From an optimization exercise on the open Yosys and OpenROAD flow, aimed at small area, a short achievable clock period and few clock cycles per item; shortcuts taken in it are not production practice.
Only simulation tests tie the RTL to the original design; equivalence was not proved.
No activity file was given, so power comes from the tool's default toggle rates.

==> inputs of run M <==
==> flow/design.v (excerpt) <==
module particle_force_euler_step #(
    parameter int unsigned FRAC_BITS = 16
) (
    input  logic          aclk,
    input  logic          aresetn,
    input  logic          s_tvalid,
    output logic          s_tready,
    input  logic [87:0]   s_tdata,
    input  logic [1:0]    s_tuser,
    output logic          m_tvalid,
    input  logic          m_tready,
    output logic [159:0]  m_tdata,
    output logic [0:0]    m_tuser,
    input  logic          cfg_wr_en,
    input  logic [2:0]    cfg_addr,
    input  logic [31:0]   cfg_wdata
);
make LEC_CHECK=0 CAP_MARGIN=20 CORE_MARGIN=2 CORE_UTILIZATION=40 SETUP_SLACK_MARGIN=5 SLEW_MARGIN=20 finish   # period 12.0 ns
run.sh (not shown) runs the stock make flow with config.mk's settings and CLKGATE_MAP_FILE= SYNTH_SCRIPT=/design/flow/synth_recipe.tcl, a recipe that flattens the netlist after the stock synthesis.
==> inputs of run Z, as changes to run M <==
- SETUP_SLACK_MARGIN: 5 -> default
==> comparison table <==
Area Growth Syn to Fin: run Z 12.0%; run M 25.0%
Worst hold path startpoint: run Z sy_r[13]; run M sy_r[12]
Sequential share of cell area: run Z 0.173; run M 0.155
Outcome: run Z timing/DRC/antenna clean; run M failed layout checks
Reasons for failing layout checks: run Z -; run M slew limit
Buffers inserted during post-CTS setup optimization: run Z 0; run M 408
Non-filler instance count after layout: run Z 13100; run M 13700
Post-layout total power: run Z 0.0257 W; run M 0.0315 W
Critical path buffer and inverter count: run Z 1; run M 7
Stages on the worst setup path: run Z 34; run M 49
Worst Hold End: run Z sy_r[13]; run M sy_r[12]
Power Internal: run Z 0.0115 W; run M 0.0149 W
Final period utilization: run Z 0.935; run M 0.734
Unrepaired setup endpoints after global routing: run Z no; run M yes
Testbench counts of run M, summed over its fixed seeds: cycles 116,358, items 2,880.
Testbench counts of run Z, summed over its fixed seeds: cycles 116,358, items 2,880.

========
==> 01-21 <==
Another version of the RTL of particle_force_euler_step (not shown whole).
clock: 12.0 ns
lec_check: 0
cap_margin: 20
core_margin: 2
core_utilization: 40
slew_margin: 30
tns_end_percent: 30
standard.sh (not shown) runs the stock make flow with config.mk's settings and CLKGATE_MAP_FILE= SYNTH_SCRIPT=/design/flow/synth_recipe.tcl, a recipe that flattens the netlist after the stock synthesis.
==> flow/flow/run.sh <==
#!/bin/bash
set -euo pipefail
export SETUP_SLACK_MARGIN=7
bash standard.sh > standard_flow.log 2>&1
==> inputs of 08-19, as changes to 01-21 <==
--- a/flow/design.v
+++ b/flow/design.v
@@ -147,30 +147,30 @@
     logic [30:0] m_div;
     assign m_div = {mass_r[30:1], mass_r[0] | mzero_r};
     logic [31:8] fmask;
     always_comb begin
         for (int i = 8; i < 32; i++) fmask[i] = (m_div >> (i - 7)) == 31'd0;
     end
     logic start;        
-    assign start = s_idle && s_tvalid && (!mvalid_r || m_tready);
+    logic drag_wr_r;
+    assign start = s_idle && s_tvalid && (!mvalid_r || m_tready) && !drag_wr_r;
     logic y_fin;        
     assign y_fin = yst_r[Y_DONE] || yst_r[Y_FIN];
     logic cnt0;
     assign cnt0 = (cnt_r == 5'd0);
     logic sqrt_last;
     assign sqrt_last = s_sqrt && cnt0;
     logic accept;
     assign accept = (sqrt_last || s_wait) && y_fin;
     assign s_tready = accept;
     logic        drag_wr;
-    logic [30:0] drag_nx;
     logic [2:0]  drag_tq_nx;
     assign drag_wr    = cfg_wr_en && cfg_addr == 3'd2;
-    assign drag_nx    = drag_wr ? cfg_wdata[30:0] : drag_r;
-    assign drag_tq_nx = drag_wr ? top_quad({1'b0, cfg_wdata[30:0]}) : drag_tq;
+    assign drag_tq_nx = top_quad({1'b0, cfg_wdata[30:0]});
+    always_ff @(posedge aclk) drag_wr_r <= aresetn && drag_wr;
     logic        div_go;        
     logic        pnx_n, pny_n;  
     logic [31:0] amd_x, amd_y;
     logic        apn_x, apn_y, abig_x, abig_y, asat_x, asat_y;
     always_ff @(posedge aclk) begin
         if (div_go) begin
             abig_x <= ax_r[31] | ax_r[30] | ax_r[29];
@@ -460,15 +460,15 @@
             firsty_n = 1'b1;
         end
         if (y_uy)          yst_n = NY'(1) << Y_FIN;
         if (yst_r[Y_FIN])  yst_n = NY'(1) << Y_DONE;
         if (st_n[I_DX] || st_n[I_AX] || st_n[I_SQ]) firsty_n = firstx_n;
         if (accept || s_idle) begin
             st_n     = NS'(1) << I_IDLE;
-            digx_n   = quad_digits({1'b0, drag_nx}, drag_tq_nx);
+            digx_n   = quad_digits({1'b0, drag_r}, drag_tq);
             firstx_n = 1'b1;
         end
         if (start) begin
             digy_n   = DIG_ZERO;
             firsty_n = 1'b0;
             if (s_tuser[0]) begin
                 st_n     = NS'(1) << I_SQ;
TNS_END_PERCENT = default   (was 30)
==> inputs of 07-07, as changes to 01-21 <==
--- a/flow/design.v
+++ b/flow/design.v
@@ -147,30 +147,30 @@
     logic [30:0] m_div;
     assign m_div = {mass_r[30:1], mass_r[0] | mzero_r};
     logic [31:8] fmask;
     always_comb begin
         for (int i = 8; i < 32; i++) fmask[i] = (m_div >> (i - 7)) == 31'd0;
     end
     logic start;        
-    assign start = s_idle && s_tvalid && (!mvalid_r || m_tready);
+    logic drag_wr_r;
+    assign start = s_idle && s_tvalid && (!mvalid_r || m_tready) && !drag_wr_r;
     logic y_fin;        
     assign y_fin = yst_r[Y_DONE] || yst_r[Y_FIN];
     logic cnt0;
     assign cnt0 = (cnt_r == 5'd0);
     logic sqrt_last;
     assign sqrt_last = s_sqrt && cnt0;
     logic accept;
     assign accept = (sqrt_last || s_wait) && y_fin;
     assign s_tready = accept;
     logic        drag_wr;
-    logic [30:0] drag_nx;
     logic [2:0]  drag_tq_nx;
     assign drag_wr    = cfg_wr_en && cfg_addr == 3'd2;
-    assign drag_nx    = drag_wr ? cfg_wdata[30:0] : drag_r;
-    assign drag_tq_nx = drag_wr ? top_quad({1'b0, cfg_wdata[30:0]}) : drag_tq;
+    assign drag_tq_nx = top_quad({1'b0, cfg_wdata[30:0]});
+    always_ff @(posedge aclk) drag_wr_r <= aresetn && drag_wr;
     logic        div_go;        
     logic        pnx_n, pny_n;  
     logic [31:0] amd_x, amd_y;
     logic        apn_x, apn_y, abig_x, abig_y, asat_x, asat_y;
     always_ff @(posedge aclk) begin
         if (div_go) begin
             abig_x <= ax_r[31] | ax_r[30] | ax_r[29];
@@ -460,15 +460,15 @@
             firsty_n = 1'b1;
         end
         if (y_uy)          yst_n = NY'(1) << Y_FIN;
         if (yst_r[Y_FIN])  yst_n = NY'(1) << Y_DONE;
         if (st_n[I_DX] || st_n[I_AX] || st_n[I_SQ]) firsty_n = firstx_n;
         if (accept || s_idle) begin
             st_n     = NS'(1) << I_IDLE;
-            digx_n   = quad_digits({1'b0, drag_nx}, drag_tq_nx);
+            digx_n   = quad_digits({1'b0, drag_r}, drag_tq);
             firstx_n = 1'b1;
         end
         if (start) begin
             digy_n   = DIG_ZERO;
             firsty_n = 1'b0;
             if (s_tuser[0]) begin
                 st_n     = NS'(1) << I_SQ;
PLACE_DENSITY = 0.7   (was default)
TNS_END_PERCENT = default   (was 30)
==> summary.txt <==
- Count of clock-buffer cells in the layout, lowest first: 07-07, 08-19, 01-21.
- The lowest total power belongs to 07-07, the highest to 01-21.
- Of 07-07 and 08-19, 07-07 has the higher critical path depth (gap 2).
- In die area, 01-21 and 08-19 hardly differ.
- Between 08-19 and 07-07, the lower register-to-register slack is in 07-07 (gap 0.03 ns).
- The lowest global-route usage belongs to 07-07, the highest to 01-21.
- Worst hold slack, lowest first: 01-21, 07-07, 08-19.
- Fmax, highest first: 08-19, 01-21, 07-07.
- Final cell count, lowest first: 07-07, 01-21, 08-19.
==> figures <==
	01-21	07-07	08-19
Die outline height	455 µm	455 µm	455 µm
Levels on crit path	29	26	24
Multi-input gates	8963	8906	8908
Net switching power	11200 µW	9910 µW	10100 µW
DR WL met2	190 mm	177 mm	190 mm
Power Clock	3460 µW	3200 µW	3040 µW
Result of the run	complete, no violations	complete, no violations	complete, no violations
Met2 track demand over resource in global routing	60.9%	56.9%	60.8%
R2r startpoint	wx_r[61]	wy_r[63]	wx_r[44]
Relative contribution of sequential cells to total power	16.2%	17.2%	16.7%
Pre-CTS worst setup slack	4.00 ns	4.44 ns	4.20 ns
WP buf/inv	8	7	3
Antenna violations before repair	36	35	24
Startpoint of the worst hold path	sy_r[1]	sx_r[1]	grav_r[9]
Power in combinational cells	14600 µW	12900 µW	13200 µW
Final standard cell count with taps included and fillers excluded	14187	14153	14208
Min cycle time layout	5.92 ns	5.93 ns	5.90 ns
Number of search-and-repair iterations in the first detailed-routing pass	9	11	10
Num sequential	782	783	783
Testbench counts of 01-21, summed over its fixed seeds: cycles 116,073, items 2,880.
Testbench counts of 08-19, summed over its fixed seeds: cycles 116,073, items 2,880.
Testbench counts of 07-07, summed over its fixed seeds: cycles 116,073, items 2,880.

[what the ideal ports hide]
Ports are ideal in the flow. The routed layouts listed here were re-timed in OpenROAD. Step 1 (the two cells are an assumption about what drives the block):
set clk [get_ports {aclk}]
set_driving_cell -lib_cell sky130_fd_sc_hd__clkbuf_16 $clk
set_driving_cell -lib_cell sky130_fd_sc_hd__buf_2 [delete_from_list [all_inputs] $clk]
Step 2 moves the port delays by t, midway between the first and last clock arrival at a register: inputs arrive t later, outputs are due t later. That takes back most of the time a late clock gives input paths. Slacks: no drivers / after step 1 / after step 2; pairs: no drivers / after step 1.
run	shift t [ns]	slack for setup (ns)	worst hold slack (ns)	worst slew at a driven data input, ns
run M	0.845	3.189 / 3.189 / 3.189	0.455 / 0.455 / 0.455	0.18
run Z	0.838	0.780 / 0.780 / 0.780	0.454 / 0.454 / 0.454	0.11
01-21	0.888	6.079 / 6.079 / 5.496	0.454 / 0.454 / 0.454	0.13
08-19	0.840	6.098 / 6.098 / 5.905	0.455 / 0.455 / 0.455	0.13
07-07	0.856	6.070 / 6.070 / 5.895	0.455 / 0.455 / 0.455	0.13
For 01-21, which loses most, drivers alone change the setup slack by 0.000 ns; drivers and shift together by -0.583 ns.
